From an optimization exercise on the open Yosys and OpenROAD flow, aimed at small area, a short achievable clock period and few clock cycles; shortcuts taken in it are not production practice. The RTL of this run was laid out without a check of its function. No activity file was given, so power comes from the tool's default toggle rates.

## design.v

```verilog
package pgtl_pkg;
    localparam int SAMPLE_COUNT = 8;
    localparam int PAIR_SLOTS   = SAMPLE_COUNT * (SAMPLE_COUNT - 1) / 2;
    localparam int POS_W        = 31;
    localparam int GENO_W       = 16;
    localparam int SAMPLE_W     = 3;
    localparam int CODE_W       = 2;
    localparam logic [POS_W-1:0] LONG_TRACT_MIN_RESET = 31'd10000;
    function automatic int pair_slot(input int i, input int j);
        pair_slot = ((i * (2 * SAMPLE_COUNT - i - 1)) >> 1) + (j - i - 1);
    endfunction
endpackage
module pgtl_pos_store
(
    input  logic                         clk,
    input  logic                         rst_n,
    input  logic                         clear,
    input  logic [pgtl_pkg::PAIR_SLOTS-1:0] sel,
    input  logic                         wr_en,
    input  logic [pgtl_pkg::POS_W-1:0]   wr_data,
    output logic [pgtl_pkg::POS_W-1:0]   rd_data
);
    logic [pgtl_pkg::POS_W-1:0]      mem [pgtl_pkg::PAIR_SLOTS];
    logic [pgtl_pkg::PAIR_SLOTS-1:0] valid_reg;
    always_ff @(posedge clk or negedge rst_n)
    begin
        if (!rst_n)
            valid_reg <= '0;
        else if (clear)
            valid_reg <= '0;
        else if (wr_en)
            valid_reg <= valid_reg | sel;
    end
    always_ff @(posedge clk)
    begin
        for (int k = 0; k < pgtl_pkg::PAIR_SLOTS; k++)
            if (wr_en && sel[k])
                mem[k] <= wr_data;
    end
    always_comb
    begin
        rd_data = '0;
        for (int k = 0; k < pgtl_pkg::PAIR_SLOTS; k++)
            rd_data = rd_data | (mem[k] & {pgtl_pkg::POS_W{sel[k] & valid_reg[k]}});
    end
endmodule
module pairwise_genotype_tract_lengths
(
    input  logic                          clk,
    input  logic                          rst_n,
    input  logic                          cfg_valid,
    output logic                          cfg_ready,
    input  logic [pgtl_pkg::POS_W-1:0]    cfg_long_tract_min,
    input  logic                          site_valid,
    output logic                          site_ready,
    input  logic                          site_new_scaffold,
    input  logic                          site_is_indel,
    input  logic [pgtl_pkg::POS_W-1:0]    site_position,
    input  logic [pgtl_pkg::GENO_W-1:0]   site_genotypes,
    output logic                          result_valid,
    input  logic                          result_ready,
    output logic [pgtl_pkg::SAMPLE_W-1:0] result_first_sample,
    output logic [pgtl_pkg::SAMPLE_W-1:0] result_second_sample,
    output logic [pgtl_pkg::POS_W-1:0]    result_tract_length,
    output logic                          result_long_tract,
    output logic                          result_last_of_site
);
    localparam int NP = pgtl_pkg::PAIR_SLOTS;
    localparam int PW = pgtl_pkg::POS_W;
    localparam int NS = pgtl_pkg::SAMPLE_COUNT;
    function automatic logic [NP-1:0] lowest(input logic [NP-1:0] m);
        logic seen;
        seen = 1'b0;
        for (int k = 0; k < NP; k++)
        begin
            lowest[k] = m[k] & !seen;
            seen      = seen | m[k];
        end
    endfunction
    logic [PW-1:0] long_min_reg;
    assign cfg_ready = 1'b1;
    always_ff @(posedge clk or negedge rst_n)
    begin
        if (!rst_n)
            long_min_reg <= pgtl_pkg::LONG_TRACT_MIN_RESET;
        else if (cfg_valid)
            long_min_reg <= cfg_long_tract_min;
    end
    logic                        s_valid;
    logic                        s_ns;
    logic                        s_indel;
    logic [PW-1:0]               s_pos;
    logic [pgtl_pkg::GENO_W-1:0] s_geno;
    logic [NP-1:0]               s_mask;
    logic                        s_zero;
    logic                        s_go;
    logic                        s_leave;
    logic                        pend_clear;
    assign site_ready = !s_valid;
    always_ff @(posedge clk)
    begin
        if (!s_valid)
        begin
            s_ns    <= site_new_scaffold;
            s_indel <= site_is_indel;
            s_pos   <= site_position;
            s_geno  <= site_genotypes;
        end
    end
    always_comb
    begin
        logic [NS-1:0] ref_s;
        logic [NS-1:0] alt_s;
        for (int i = 0; i < NS; i++)
        begin
            ref_s[i] = (s_geno[2*i +: 2] == 2'd0);
            alt_s[i] = (s_geno[2*i +: 2] == 2'd2);
        end
        s_mask = '0;
        for (int i = 0; i < NS; i++)
            for (int j = i + 1; j < NS; j++)
                s_mask[pgtl_pkg::pair_slot(i, j)] =
                    !s_indel && ((ref_s[i] && alt_s[j]) || (alt_s[i] && ref_s[j]));
    end
    assign s_zero = (s_mask == '0);
    logic          a_valid;
    logic [NP-1:0] a_oh;
    logic [NP-1:0] a_rest;
    logic          a_last;
    logic [PW-1:0] a_pos;
    logic          adv;
    logic          a_fire;
    logic          a_need;
    logic [NP-1:0] rest_low;
    logic [NP-1:0] rest_next;
    logic [NP-1:0] s_low;
    logic [NP-1:0] s_rest;
    logic          clear;
    logic [PW-1:0] rd_data;
    logic [pgtl_pkg::SAMPLE_W-1:0] a_first;
    logic [pgtl_pkg::SAMPLE_W-1:0] a_second;
    logic          out_valid;
    assign adv     = !out_valid || result_ready;
    assign a_fire  = a_valid && adv;
    assign a_need  = !a_valid || (a_fire && a_last);
    assign s_go    = s_valid && !s_zero && a_need;
    assign s_leave = s_valid && (s_zero || a_need);
    assign clear   = s_go && (s_ns || pend_clear);
    assign rest_low  = lowest(a_rest);
    assign rest_next = a_rest & ~rest_low;
    assign s_low     = lowest(s_mask);
    assign s_rest    = s_mask & ~s_low;
    always_ff @(posedge clk or negedge rst_n)
    begin
        if (!rst_n)
        begin
            s_valid    <= 1'b0;
            a_valid    <= 1'b0;
            pend_clear <= 1'b0;
        end
        else
        begin
            if (!s_valid)
                s_valid <= site_valid;
            else if (s_leave)
                s_valid <= 1'b0;
            if (s_go)
                pend_clear <= 1'b0;
            else if (s_valid && s_zero && s_ns)
                pend_clear <= 1'b1;
            if (s_go)
                a_valid <= 1'b1;
            else if (a_fire && a_last)
                a_valid <= 1'b0;
        end
    end
    always_ff @(posedge clk)
    begin
        if (a_fire && !a_last)
        begin
            a_oh   <= rest_low;
            a_rest <= rest_next;
            a_last <= (rest_next == '0);
        end
        else if (s_go)
        begin
            a_oh   <= s_low;
            a_rest <= s_rest;
            a_last <= (s_rest == '0);
            a_pos  <= s_pos;
        end
    end
    pgtl_pos_store u_store
    (
        .clk     (clk),
        .rst_n   (rst_n),
        .clear   (clear),
        .sel     (a_oh),
        .wr_en   (a_fire),
        .wr_data (a_pos),
        .rd_data (rd_data)
    );
    always_comb
    begin
        a_first  = '0;
        a_second = '0;
        for (int i = 0; i < NS; i++)
            for (int j = i + 1; j < NS; j++)
                if (a_oh[pgtl_pkg::pair_slot(i, j)])
                begin
                    a_first  = a_first  | i[pgtl_pkg::SAMPLE_W-1:0];
                    a_second = a_second | j[pgtl_pkg::SAMPLE_W-1:0];
                end
    end
    logic                          b_valid;
    logic [PW-1:0]                 b_prev;
    logic [PW-1:0]                 b_pos;
    logic [pgtl_pkg::SAMPLE_W-1:0] b_first;
    logic [pgtl_pkg::SAMPLE_W-1:0] b_second;
    logic                          b_last;
    logic [PW:0]                   b_diff;
    logic [PW-1:0]                 b_len;
    always_ff @(posedge clk or negedge rst_n)
    begin
        if (!rst_n)
        begin
            b_valid   <= 1'b0;
            out_valid <= 1'b0;
        end
        else if (adv)
        begin
            b_valid   <= a_valid;
            out_valid <= b_valid;
        end
    end
    always_ff @(posedge clk)
    begin
        if (adv)
        begin
            b_prev   <= rd_data;
            b_pos    <= a_pos;
            b_first  <= a_first;
            b_second <= a_second;
            b_last   <= a_last;
        end
    end
    assign b_diff = {1'b0, b_pos} - {1'b0, b_prev};
    assign b_len  = b_diff[PW] ? '0 : b_diff[PW-1:0];
    logic [pgtl_pkg::SAMPLE_W-1:0] out_first;
    logic [pgtl_pkg::SAMPLE_W-1:0] out_second;
    logic [PW-1:0]                 out_len;
    logic                          out_long;
    logic                          out_last;
    always_ff @(posedge clk)
    begin
        if (adv)
        begin
            out_first  <= b_first;
            out_second <= b_second;
            out_len    <= b_len;
            out_long   <= (b_len >= long_min_reg);
            out_last   <= b_last;
        end
    end
    assign result_valid         = out_valid;
    assign result_first_sample  = out_first;
    assign result_second_sample = out_second;
    assign result_tract_length  = out_len;
    assign result_long_tract    = out_long;
    assign result_last_of_site  = out_last;
endmodule
```

## run.sh

```bash
#!/bin/bash
# synth_recipe.tcl (not shown) runs the flow's synth.tcl, then flattens the netlist and writes it again
# the make line also repeats each setting of config.mk as NAME=value (left out here)
make -C /OpenROAD-flow-scripts/flow DESIGN_CONFIG=/design/flow/config.mk WORK_HOME=/design/flow/orfs CLKGATE_MAP_FILE= SYNTH_SCRIPT=/design/flow/synth_recipe.tcl finish
```

## config.mk

```make
export PLATFORM = sky130hd
export DESIGN_NAME = pairwise_genotype_tract_lengths
export DESIGN_NICKNAME = pairwise_genotype_tract_lengths
export VERILOG_FILES = /design/flow/design.v
export SDC_FILE = /design/flow/constraint.sdc
export NUM_CORES = 4
export LEC_CHECK = 0
export CAP_MARGIN = 20
export CORE_MARGIN = 2
export CORE_UTILIZATION = 40
export SLEW_MARGIN = 20
```

## constraint.sdc

```tcl
create_clock -name core_clock -period 5.5 [get_ports {clk}]
set_input_delay 1.1000 -clock core_clock [delete_from_list [all_inputs] [get_ports {clk}]]
set_output_delay 1.1000 -clock core_clock [all_outputs]
set_load 0.01 [all_outputs]
```

==> notes.md <==
==> power by group through the flow <==
stage	Combinational (mW)	Clock (mW)	Sequential (mW)
after CTS	9.87	7.86	15.9
final	10.1	7.76	15.9
after floorplan	5.59	0	15.2
after global routing	10.6	8.20	16.2
after detailed placement	9.84	0	16.1
after global placement	9.75	0	15.8
==> through the flow <==
stage / util, % / cell area, sq um / power (mW)
floorplan: - / 45600 / 20.8
global placement: 43.3 / 48800 / 25.6
detailed placement: 43.3 / 48800 / 25.9
CTS: 46.6 / 52500 / 33.6
global route: 46.6 / 52600 / 34.9
finish: 46.6 / 52600 / 33.7
==> worst min path at each step <==
stage | endpoint | slack, ns | cells past startpoint
floorplan | a_pos[0] | 0.40 | 0
global placement | out_first[0] | 0.40 | 0
detailed placement | a_pos[3] | 0.40 | 0
CTS | out_first[1] | 0.42 | 0
global route | out_second[2] | 0.43 | 0
finish | out_first[1] | 0.42 | 0
==> layout make-up <==
| cell class | count | area [sq um] |
|---|---|---|
| antenna | 3 | 7.51 |
| sequential | 1176 | 35000 |
| tap | 1500 | 1880 |
| multi-input combinational | 1433 | 9780 |
| inverter | 77 | 289 |
| timing repair buffer | 198 | 1900 |
| clock inverter | 60 | 517 |
| clock buffer | 156 | 3200 |
| fill | 9537 | 60200 |
==> kinds of logic after synthesis <==
| logic type | synth area share (%) |
|---|---|
| DFF | 76.8 |
| AOI/OAI and AO/OA | 11.3 |
| and+or+nand+nor | 7.12 |
| buffers and inverters | 2.00 |
| adders and majority gates | 1.83 |
| xor gates and xnor gates | 0.942 |
| other | 0.00823 |
| muxes | 0.0247 |
==> cells in the final DEF, fill, tap and decap left out, types with 24 or more instances in the layout <==
cell type and count:
dfrtp_1 59, or3_1 25, a21oi_1 33, a22o_1 124, xnor2_1 38, a221oi_1 126, nor3_1 48, and3_2 27
clkdlybuf4s50_1 123, nand3_1 81, nand4_1 81, and2_2 28, clkbuf_1 30, a21o_1 24, clkbuf_16 120, buf_4 63
a22oi_1 186, ha_1 62, edfxtp_1 1112, nor2_1 161, o21ai_0 73, inv_1 76, nand2_1 105
==> per-layer routing <==
| metal | vias up | global-route usage (%) | share of wire (%) |
|---|---|---|---|
| met5 | - | 0 | 0.0095 |
| met2 | 1600 | 38.0 | 48 |
| met3 | 284 | 3.93 | 9.8 |
| met4 | 2 | 7.77 | 3.3 |
| li1 | 11800 | - | - |
| met1 | 14200 | 31.3 | 39 |
==> reports/metrics.cfg <==
[yosys]
synthesis.area_sq_um = 45600
avgSynthCellArea_sq_um = 16.0
ys_async_sr_fraction_pct = 5.44
synth_cells = 2842
yosys.area.top_type = edfxtp_1
synth.cells.most_frequent = 1112 x edfxtp_1, 186 x a22oi_1, 163 x nor2_1, 132 x clkbuf_1, 126 x a221oi_1
synthMostInstantiatedCell = edfxtp_1
yosysTopAreaCellShare_pct = 73.3
synth-seq-area-share_pct = 76.8
ys_ff_latch = 1176
ys.flop_type = edfxtp_1
synthTopCellsByArea = edfxtp_1 73%, dfrtp_1 3.2%, a22oi_1 3.1%, a221oi_1 2.4%, a22o_1 2.4%
synth-edff-count = 1112
synthDistinctLibCells = 72
ys_warn_count = 3
synth_nets = 2990

[power]
power_density_nw_per_um2 = 641
leakage_nw = 17.8
power.clock.fraction_pct = 23.0
seqPwrFrac_pct = 47.1
intPower_mw = 21.3
irDropWorstVdd_mv = 0.489
p_sw_share_pct = 36.8
switching_power_mw = 12.4
combPwrFrac_pct = 29.9

[setup_path]
reg2reg_depth = 19
cp-start-kind = flip-flop
reg2reg_from = b_prev[1]
cp_common_cell = a21o_1
crit_end = out_long
cpMaxStageDelayCell = o31ai_1
required_ns = 5.91
end_kind = flip-flop
crit_type = flip-flop to flip-flop
cp_num_cells = 19
crit_buf_inv = 1
cp-startpoint = b_prev[1]
cp_cell_sequence = inv_1, ha_1, nor2b_1, o31a_1, o31ai_1, o21ai_0, nand4b_1, a21o_1, a31o_2, nor2_1, ha_1, a21o_1, a21o_1, a21o_1, a21o_1, a21oi_1, nor2b_1, o21ai_0, o311ai_0
rrSetupSlack_ns = 0.58
r2r-end = out_long
critPathMaxFanout = 21
arrival_ns = 5.33
critPathTopFamily = compound AO/OA/AOI/OAI gates
slowest_delay_ns = 0.44

[timing]
setup_tns_ns = 0
final_max_slew_viol_count = 0
fin_ws_ns = 0.581
fin_skew_ns = 0.0300
fin_crit_sh_pct = 89.4
timing.hold.ws_ns = 0.418
worstMarginPinSlew_ns = 1.12
rsz0062_at_grt = no
finalHoldViolCount = 0
fmax_mhz = 203
finalSetupViolations = 0
period_needed_ns = 4.92
slew_headroom_pct = 25.7

[drt]
route.detailed.drc = 0
dr.pass1.iters = 6
ant_nets = 0
vias_per_cell = 6.04
drtIter0Drc = 3686
wl_per_cell_um = 29.8
routed_wl_um = 137000
vias = 27800

[clock_network]
cts_root_buf = clkbuf_16
cts_buffer_depth = 3
insertion_delay_ns = 0.72
cts_tree = yes
cts_resized = 0
cts_setup_buffers = 0
cts_buffers = 118
cts_sinks = 1176
path_clk_slew_ns = 0.06
cts_hold_buf = 0
htree_num_levels = 3

[placed_design]
place_ws_ns = 0.532
dp_cells = 4381
port-buffer-count = 125
dp_hpwl_um = 75500
gp_congestion = 0.821

[grt]
grt_max_degree = 75
grt.total_usage_pct = 23.1
grt_pass1_wl_um = 194000
overflow = 0
grt_pass1_vias = 27200
antenna_found_initial = 5

[job]
cap_violations = 0

[floorplan]
dieArea_sq_um = 117000
design.core.area_sq_um = 113000
rows = 123
die_y_um = 342
die_width_um = 342
ios = 127
start_util_pct = 40.4

[min_path]
hold_start = b_first[1]
worstHoldPathType = flip-flop to flip-flop

[outcome]
status = complete, no violations

[layout]
syn2layout_area_growth_pct = 15.3
num-nets-final = 3152
largest_register_ffs = 868
instances_no_fill = 4603
largest_register = u_store.mem
layout-drive-gt1-share_pct = 10.7

## port drivers added, routing unchanged
The flow's constraints put no driver on any port. The routed layout listed below was extracted and timed again, unchanged, in two steps. Step 1 (the two cells are an assumption about what drives the block):
set clk [get_ports {clk}]
set_driving_cell -lib_cell sky130_fd_sc_hd__clkbuf_16 $clk
set_driving_cell -lib_cell sky130_fd_sc_hd__buf_2 [delete_from_list [all_inputs] $clk]
Step 2, shift: input delay + t, output delay - t, t = (earliest + latest rising clock arrival at the registers) / 2. This alone moves slack from input paths to output paths. a / b / c = no drivers / after step 1 / after step 2; a / b = the first two.
t, ns: 0.781
setup slack, ns: 0.581 / 0.581 / 0.581
worst setup path after step 2: register to register
After both steps this run still meets setup and hold. The setup slack of this run moves by 0.000 ns with the drivers and by 0.000 ns with both steps.
